Background: an optimization exercise with open tools, aiming at small area and a short achievable clock period. Do not read the settings as production practice. RTL that was checked went through simulation tests only; none was proved equivalent to the original.

==> 05-18 <==
==> flow/design.v (excerpt) <==
module fir_xifu_ex_simd #(
  parameter int unsigned XLEN    = 32,
  parameter int unsigned MAC_LAT = 3,
  parameter int unsigned ID_W    = 4
) (
  input  logic            clk_i,
  input  logic            rst_i,
  input  logic            clear_i,
  input  logic            in_valid_i,
  output logic            in_ready_o,
  input  logic [1:0]      in_op_i,
  input  logic            in_mode_i,
  input  logic            in_sat_i,
  input  logic [ID_W-1:0] in_id_i,
  input  logic [4:0]      in_rd_i,
  input  logic [4:0]      in_rs1_i,
  input  logic [XLEN-1:0] in_base_i,
  input  logic [11:0]     in_imm_i,
  input  logic [4:0]      in_shamt_i,
  input  logic [XLEN-1:0] op_a_i,
  input  logic [XLEN-1:0] op_b_i,
  input  logic [XLEN-1:0] op_c_i,
  input  logic            commit_valid_i,
  input  logic [ID_W-1:0] commit_id_i,
  input  logic            commit_kill_i,
  input  logic            fwd_we_i,
  input  logic [4:0]      fwd_rd_i,
  input  logic [XLEN-1:0] fwd_result_i,
  output logic            mem_valid_o,
  input  logic            mem_ready_i,
  output logic [31:0]     mem_addr_o,
  output logic            mem_we_o,
  output logic [XLEN-1:0] mem_wdata_o,
  output logic [ID_W-1:0] mem_id_o,
  ...
==> flow/config.mk <==
export PLATFORM = sky130hd
export DESIGN_NAME = fir_xifu_ex_simd
export DESIGN_NICKNAME = fir_xifu_ex_simd
export VERILOG_FILES = /design/flow/design.v
export SDC_FILE = /design/flow/constraint.sdc
export NUM_CORES = 4
export LEC_CHECK = 0
export CAP_MARGIN = 20
export CORE_MARGIN = 2
export CORE_UTILIZATION = 60
export SLEW_MARGIN = 20
==> flow/constraint.sdc <==
create_clock -name core_clock -period 12.5 [get_ports {clk_i}]
set_input_delay 2.5000 -clock core_clock [delete_from_list [all_inputs] [get_ports {clk_i}]]
set_output_delay 2.5000 -clock core_clock [all_outputs]
set_load 0.01 [all_outputs]
standard.sh (not shown) runs the stock make flow with config.mk's settings and CLKGATE_MAP_FILE= SYNTH_SCRIPT=/design/flow/synth_recipe.tcl, a recipe that flattens the netlist after the stock synthesis.
==> flow/flow/run.sh <==
#!/bin/bash
set -euo pipefail
bash standard.sh SETUP_SLACK_MARGIN=7.5 "BUFFER_PORTS_ARGS=-buffer_cell sky130_fd_sc_hd__buf_1" finish > standard_flow.log 2>&1
==> inputs of 07-12, as changes to 05-18 <==
CORE_UTILIZATION = 40   (was 60)
==> notes.md <==
Against 05-18, the critical path depth of 07-12 is higher by 2. In 07-12 the via count is smaller than in 05-18, by 4.1%. Synthesized cell count is the same in 07-12 and 05-18. Register-to-register slack: 05-18 is lower than 07-12 (0.02 ns). Design area is about the same in 07-12 and 05-18. In 07-12 the final cell count is higher than in 05-18, by 6.2%.
==> figures <==
                                                 07-12        05-18
Maximum clock rate                             176 MHz      176 MHz
Status                        timing/DRC/antenna clean  timing/DRC/antenna clean
Global routing met3 resource utilization        0.0783       0.0821
Non-clock buffering overhead                     0.124        0.131
Final std cells w/o fill                          2945         2774
Worst reg2reg startpoint                      dig_q[1]       a_q[7]
Number of diodes added for antenna fixing            0            3
Final Util                                       0.484        0.734
Post-DR wirelength/cell                        24.9 µm      25.8 µm
Detailed placer's ending HPWL                  56.3 mm      52.2 mm
Relative slew slack                              0.221        0.219
Function was not checked in any run of this note: the RTL went through the layout flow alone.

---

==> inputs of v10 <==
fir_xifu_ex_simd, a different RTL version from the one above (not shown whole).
// fir_xifu_ex_simd
module fir_xifu_ex_simd #(
  parameter int unsigned XLEN    = 32,
  parameter int unsigned MAC_LAT = 3,
  parameter int unsigned ID_W    = 4
) (
  input  logic            clk_i,
  input  logic            rst_i,
  input  logic            clear_i,
  input  logic            in_valid_i,
  output logic            in_ready_o,
  input  logic [1:0]      in_op_i,
  input  logic            in_mode_i,
  input  logic            in_sat_i,
  input  logic [ID_W-1:0] in_id_i,
  input  logic [4:0]      in_rd_i,
  input  logic [4:0]      in_rs1_i,
  input  logic [XLEN-1:0] in_base_i,
  input  logic [11:0]     in_imm_i,
  input  logic [4:0]      in_shamt_i,
  input  logic [XLEN-1:0] op_a_i,
  input  logic [XLEN-1:0] op_b_i,
  input  logic [XLEN-1:0] op_c_i,
  input  logic            commit_valid_i,
  input  logic [ID_W-1:0] commit_id_i,
  input  logic            commit_kill_i,
  input  logic            fwd_we_i,
  input  logic [4:0]      fwd_rd_i,
  input  logic [XLEN-1:0] fwd_result_i,
  output logic            mem_valid_o,
  input  logic            mem_ready_i,
  output logic [31:0]     mem_addr_o,
  output logic            mem_we_o,
  output logic [XLEN-1:0] mem_wdata_o,
  output logic [ID_W-1:0] mem_id_o,
  output logic            out_valid_o,
  input  logic            out_ready_i,
  output logic [1:0]      out_op_o,
  output logic [4:0]      out_rd_o,
  output logic [ID_W-1:0] out_id_o,
  output logic [XLEN-1:0] out_result_o,
  output logic [31:0]     out_next_addr_o
);
==> flow/config.mk <==
export PLATFORM = sky130hd
export DESIGN_NAME = fir_xifu_ex_simd
export DESIGN_NICKNAME = fir_xifu_ex_simd
export VERILOG_FILES = /design/flow/design.v
export SDC_FILE = /design/flow/constraint.sdc
export NUM_CORES = 4
export LEC_CHECK = 0
export CAP_MARGIN = 20
export CORE_MARGIN = 2
export CORE_UTILIZATION = 40
export SLEW_MARGIN = 20
==> flow/constraint.sdc <==
create_clock -name core_clock -period 12.5 [get_ports {clk_i}]
set_input_delay 2.5000 -clock core_clock [delete_from_list [all_inputs] [get_ports {clk_i}]]
set_output_delay 2.5000 -clock core_clock [all_outputs]
set_load 0.01 [all_outputs]
==> flow/flow/run.sh <==
#!/bin/bash
set -euo pipefail
bash standard.sh SETUP_SLACK_MARGIN=6.5 "BUFFER_PORTS_ARGS=-buffer_cell sky130_fd_sc_hd__buf_1" finish > standard_flow.log 2>&1
==> v34: changes against v10 <==
--- a/flow/design.v
+++ b/flow/design.v
@@ -159,30 +159,11 @@
   assign pp1_3[12] = ((dig_i[22] & m1[12]) | (dig_i[21] & m1[11])) ^ dig_i[23];
   assign pp1_3[13] = ((dig_i[22] & m1[13]) | (dig_i[21] & m1[12])) ^ dig_i[23];
   assign pp1_3[14] = ((dig_i[22] & m1[14]) | (dig_i[21] & m1[13])) ^ dig_i[23];
   assign pp1_3[15] = ((dig_i[22] & m1[15]) | (dig_i[21] & m1[14])) ^ dig_i[23];
   assign pp1_3[16] = ((dig_i[22] & m1[16]) | (dig_i[21] & m1[15])) ^ dig_i[23];
-  wire dn_t = dig_i[11] ^ dig_i[23];
-  wire dn_c = (dig_i[11] & dig_i[23]) | (d_i[6] & dn_t);
-  wire [10:0] dn_p;   
-  assign dn_p[0] = 1'b1;
-  assign dn_p[1] = 1'b1;
-  assign dn_p[2] = &d_i[7:7];
-  assign dn_p[3] = &d_i[8:7];
-  assign dn_p[4] = &d_i[9:7];
-  assign dn_p[5] = &d_i[10:7];
-  assign dn_p[6] = &d_i[11:7];
-  assign dn_p[7] = &d_i[12:7];
-  assign dn_p[8] = &d_i[13:7];
-  assign dn_p[9] = &d_i[14:7];
-  assign dn_p[10] = &d_i[15:7];
-  wire [11:0] dn;
-  assign dn[0] = d_i[6] ^ dn_t;
-  for (genvar k = 1; k < 11; k++) begin : g_dn
-    assign dn[k] = d_i[6+k] ^ (dn_c & dn_p[k]);
-  end
-  assign dn[11] = dn_c & dn_p[10] & d_i[16];
+  wire [11:0] dn = {1'b0, d_i[16:6]} + {11'd0, dig_i[11]} + {11'd0, dig_i[23]};
   wire s0 = d_i[2] ^ dig_i[5];
   wire c0 = d_i[2] & dig_i[5];
   wire s1, c1;
   assign {c1, s1} = {d_i[4]} + {dig_i[8]} + {dig_i[20]};
   wire s2 = pp0_0[4] ^ pp0_1[2];
==> flow/flow/run.sh (replaced) <==
#!/bin/bash
set -euo pipefail
bash standard.sh SETUP_SLACK_MARGIN=7.5 "BUFFER_PORTS_ARGS=-buffer_cell sky130_fd_sc_hd__buf_1" finish > standard_flow.log 2>&1
==> summary of the runs <==
Between v34 and v10, the lower non-clock buffer count is in v10 (gap 98). Between v34 and v10, the lower count of clock-buffer cells in the layout is in v34 (gap 1). In v10 the hold slack is higher than in v34, by 0.052 ns. Synthesized area is about the same in v34 and v10. Utilization: v10 is lower than v34 (3.0 points).
No functional check of the RTL was part of v10.

---

==> job 2700 <==
fir_xifu_ex_simd, a different RTL version from the one above (not shown whole).
Design fir_xifu_ex_simd, start of the top module:
module fir_xifu_ex_simd #(
  parameter int unsigned XLEN    = 32,
  parameter int unsigned MAC_LAT = 3,
  parameter int unsigned ID_W    = 4
) (
  input  logic            clk_i,
  input  logic            rst_i,
  input  logic            clear_i,
  input  logic            in_valid_i,
  output logic            in_ready_o,
  input  logic [1:0]      in_op_i,
  input  logic            in_mode_i,
  input  logic            in_sat_i,
  input  logic [ID_W-1:0] in_id_i,
  input  logic [4:0]      in_rd_i,
  input  logic [4:0]      in_rs1_i,
  input  logic [XLEN-1:0] in_base_i,
  input  logic [11:0]     in_imm_i,
  input  logic [4:0]      in_shamt_i,
  input  logic [XLEN-1:0] op_a_i,
  input  logic [XLEN-1:0] op_b_i,
  input  logic [XLEN-1:0] op_c_i,
  input  logic            commit_valid_i,
  input  logic [ID_W-1:0] commit_id_i,
  input  logic            commit_kill_i,
  input  logic            fwd_we_i,
  input  logic [4:0]      fwd_rd_i,
  input  logic [XLEN-1:0] fwd_result_i,
  output logic            mem_valid_o,
  input  logic            mem_ready_i,
  output logic [31:0]     mem_addr_o,
  output logic            mem_we_o,
  output logic [XLEN-1:0] mem_wdata_o,
  output logic [ID_W-1:0] mem_id_o,
  output logic            out_valid_o,
  input  logic            out_ready_i,
  output logic [1:0]      out_op_o,
  output logic [4:0]      out_rd_o,
  output logic [ID_W-1:0] out_id_o,
  output logic [XLEN-1:0] out_result_o,
  output logic [31:0]     out_next_addr_o
);
Settings: LEC_CHECK=0, ABC_CLOCK_PERIOD_IN_PS=4000, CAP_MARGIN=20, CORE_MARGIN=2, CORE_UTILIZATION=40, SETUP_SLACK_MARGIN=5, SLEW_MARGIN=20; clock period 12.5 ns.
run.sh (not shown) runs the stock make flow with config.mk's settings and CLKGATE_MAP_FILE= SYNTH_SCRIPT=/design/flow/synth_recipe.tcl, a recipe that flattens the netlist after the stock synthesis.
Stock flow here: none of the scripts above is used.
==> job 1230 (differences from job 2700) <==
==> flow/flow/run.sh (new file) <==
#!/bin/bash
set -euo pipefail
bash standard.sh SETUP_SLACK_MARGIN=7.5 finish > standard_flow.log 2>&1
==> flow/standard.sh (new file) <==
#!/bin/bash
# synth_recipe.tcl (not shown) runs the flow's synth.tcl, then flattens the netlist and writes it again
# the make line also repeats each setting of config.mk as NAME=value (left out here)
make -C /OpenROAD-flow-scripts/flow DESIGN_CONFIG=/design/flow/config.mk WORK_HOME=/design/flow/orfs CLKGATE_MAP_FILE= SYNTH_SCRIPT=/design/flow/synth_recipe.tcl "${@:-finish}"
--- a/flow/config.mk
+++ b/flow/config.mk
@@ -6,8 +6,6 @@
 export NUM_CORES = 4
 export LEC_CHECK = 0
-export ABC_CLOCK_PERIOD_IN_PS = 4000
 export CAP_MARGIN = 20
 export CORE_MARGIN = 2
 export CORE_UTILIZATION = 40
-export SETUP_SLACK_MARGIN = 5
 export SLEW_MARGIN = 20
removed: flow/run.sh
==> job 3802 (differences from job 2700) <==
==> flow/flow/run.sh (new file) <==
#!/bin/bash
set -euo pipefail
bash standard.sh SETUP_SLACK_MARGIN=7.5 "BUFFER_PORTS_ARGS=-buffer_cell sky130_fd_sc_hd__buf_1" finish > standard_flow.log 2>&1
==> flow/standard.sh (new file) <==
#!/bin/bash
# synth_recipe.tcl (not shown) runs the flow's synth.tcl, then flattens the netlist and writes it again
# the make line also repeats each setting of config.mk as NAME=value (left out here)
make -C /OpenROAD-flow-scripts/flow DESIGN_CONFIG=/design/flow/config.mk WORK_HOME=/design/flow/orfs CLKGATE_MAP_FILE= SYNTH_SCRIPT=/design/flow/synth_recipe.tcl "${@:-finish}"
--- a/flow/config.mk
+++ b/flow/config.mk
@@ -6,8 +6,6 @@
 export NUM_CORES = 4
 export LEC_CHECK = 0
-export ABC_CLOCK_PERIOD_IN_PS = 4000
 export CAP_MARGIN = 20
 export CORE_MARGIN = 2
 export CORE_UTILIZATION = 40
-export SETUP_SLACK_MARGIN = 5
 export SLEW_MARGIN = 20
removed: flow/run.sh
==> flow_summary.toml <==
[run_status]
status = "timing/DRC/antenna clean"

[setup_path]
crit_end = "d_q[14]"
slowest_delay_ns = 0.55

[final_layout]
bufAreaShareNonClock_pct = 13.0
synthToLayoutAreaGrowth_pct = 23.8

[timing]
min_period_ns = 6.04

[clocking]
cts_setup_buffers = 120

[placement]
dpl.hpwl_um = 64900

[global_routing]
grt_usage_pct = 33.4
grt_util_met2_pct = 51.7
use_met3_pct = 6.76
Source of the figures above: job 3802

==> flow_summary.toml <==
[run_status]
status = "timing/DRC/antenna clean"

[setup_path]
crit_end = "d_q[22]"

[placement]
dpl.hpwl_um = 66700

[global_routing]
use_met3_pct = 5.01
grt_util_met2_pct = 50.2
grt_max_degree = 70

[clocking]
cts_setup_buffers = 1

[final_layout]
bufAreaShareNonClock_pct = 16.2
synthToLayoutAreaGrowth_pct = 19.7

[pwr]
Source of the figures above: job 2700

==> flow_summary.toml <==
[placement]
dpl.hpwl_um = 66900

[final_layout]
synthToLayoutAreaGrowth_pct = 39.4

[run_status]
status = "timing/DRC/antenna clean"

[global_routing]
grt_util_met2_pct = 53.7
use_met3_pct = 6.27

[timing]
min_period_ns = 5.98

[setup_path]
crit_end = "d_q[14]"
slowest_delay_ns = 0.57

[pwr]
Source of the figures above: job 1230

No run of this note included a check of the RTL's function; only the layout flow was run.

separate check: timing with driven ports:
Ports are ideal in the flow. The routed layouts listed here were re-timed in OpenROAD. Step 1, drivers: a clkbuf_16 drives clk_i and a buf_2 each remaining input, both assumed. Step 2 moves the port delays by t, midway between the first and last clock arrival at a register: inputs arrive t later, outputs are due t later. That takes back most of the time a late clock gives input paths. Slacks: ideal ports / drivers / drivers and shift; pairs: ideal ports / drivers.
run	shift t [ns]	slack for setup (ns)	hold WS [ns]	cell pins on the clock port's net
05-18	0.489	6.802 / 6.802 / 6.782	0.487 / 0.487 / 0.487	1
07-12	0.516	6.827 / 6.827 / 6.827	0.497 / 0.497 / 0.497	1
v10	0.496	6.394 / 6.394 / 6.046	0.531 / 0.531 / 0.531	1
v34	0.500	6.914 / 6.914 / 6.696	0.479 / 0.479 / 0.479	1
job 2700	0.495	5.291 / 5.291 / 5.291	0.520 / 0.520 / 0.520	1
job 1230	0.480	6.519 / 6.519 / 6.519	0.515 / 0.515 / 0.515	1
job 3802	0.499	6.457 / 6.457 / 6.457	0.517 / 0.517 / 0.517	1
After both steps setup and hold are still met in every run listed. For v10, which loses most, drivers alone change the setup slack by 0.000 ns; drivers and shift together by -0.348 ns.
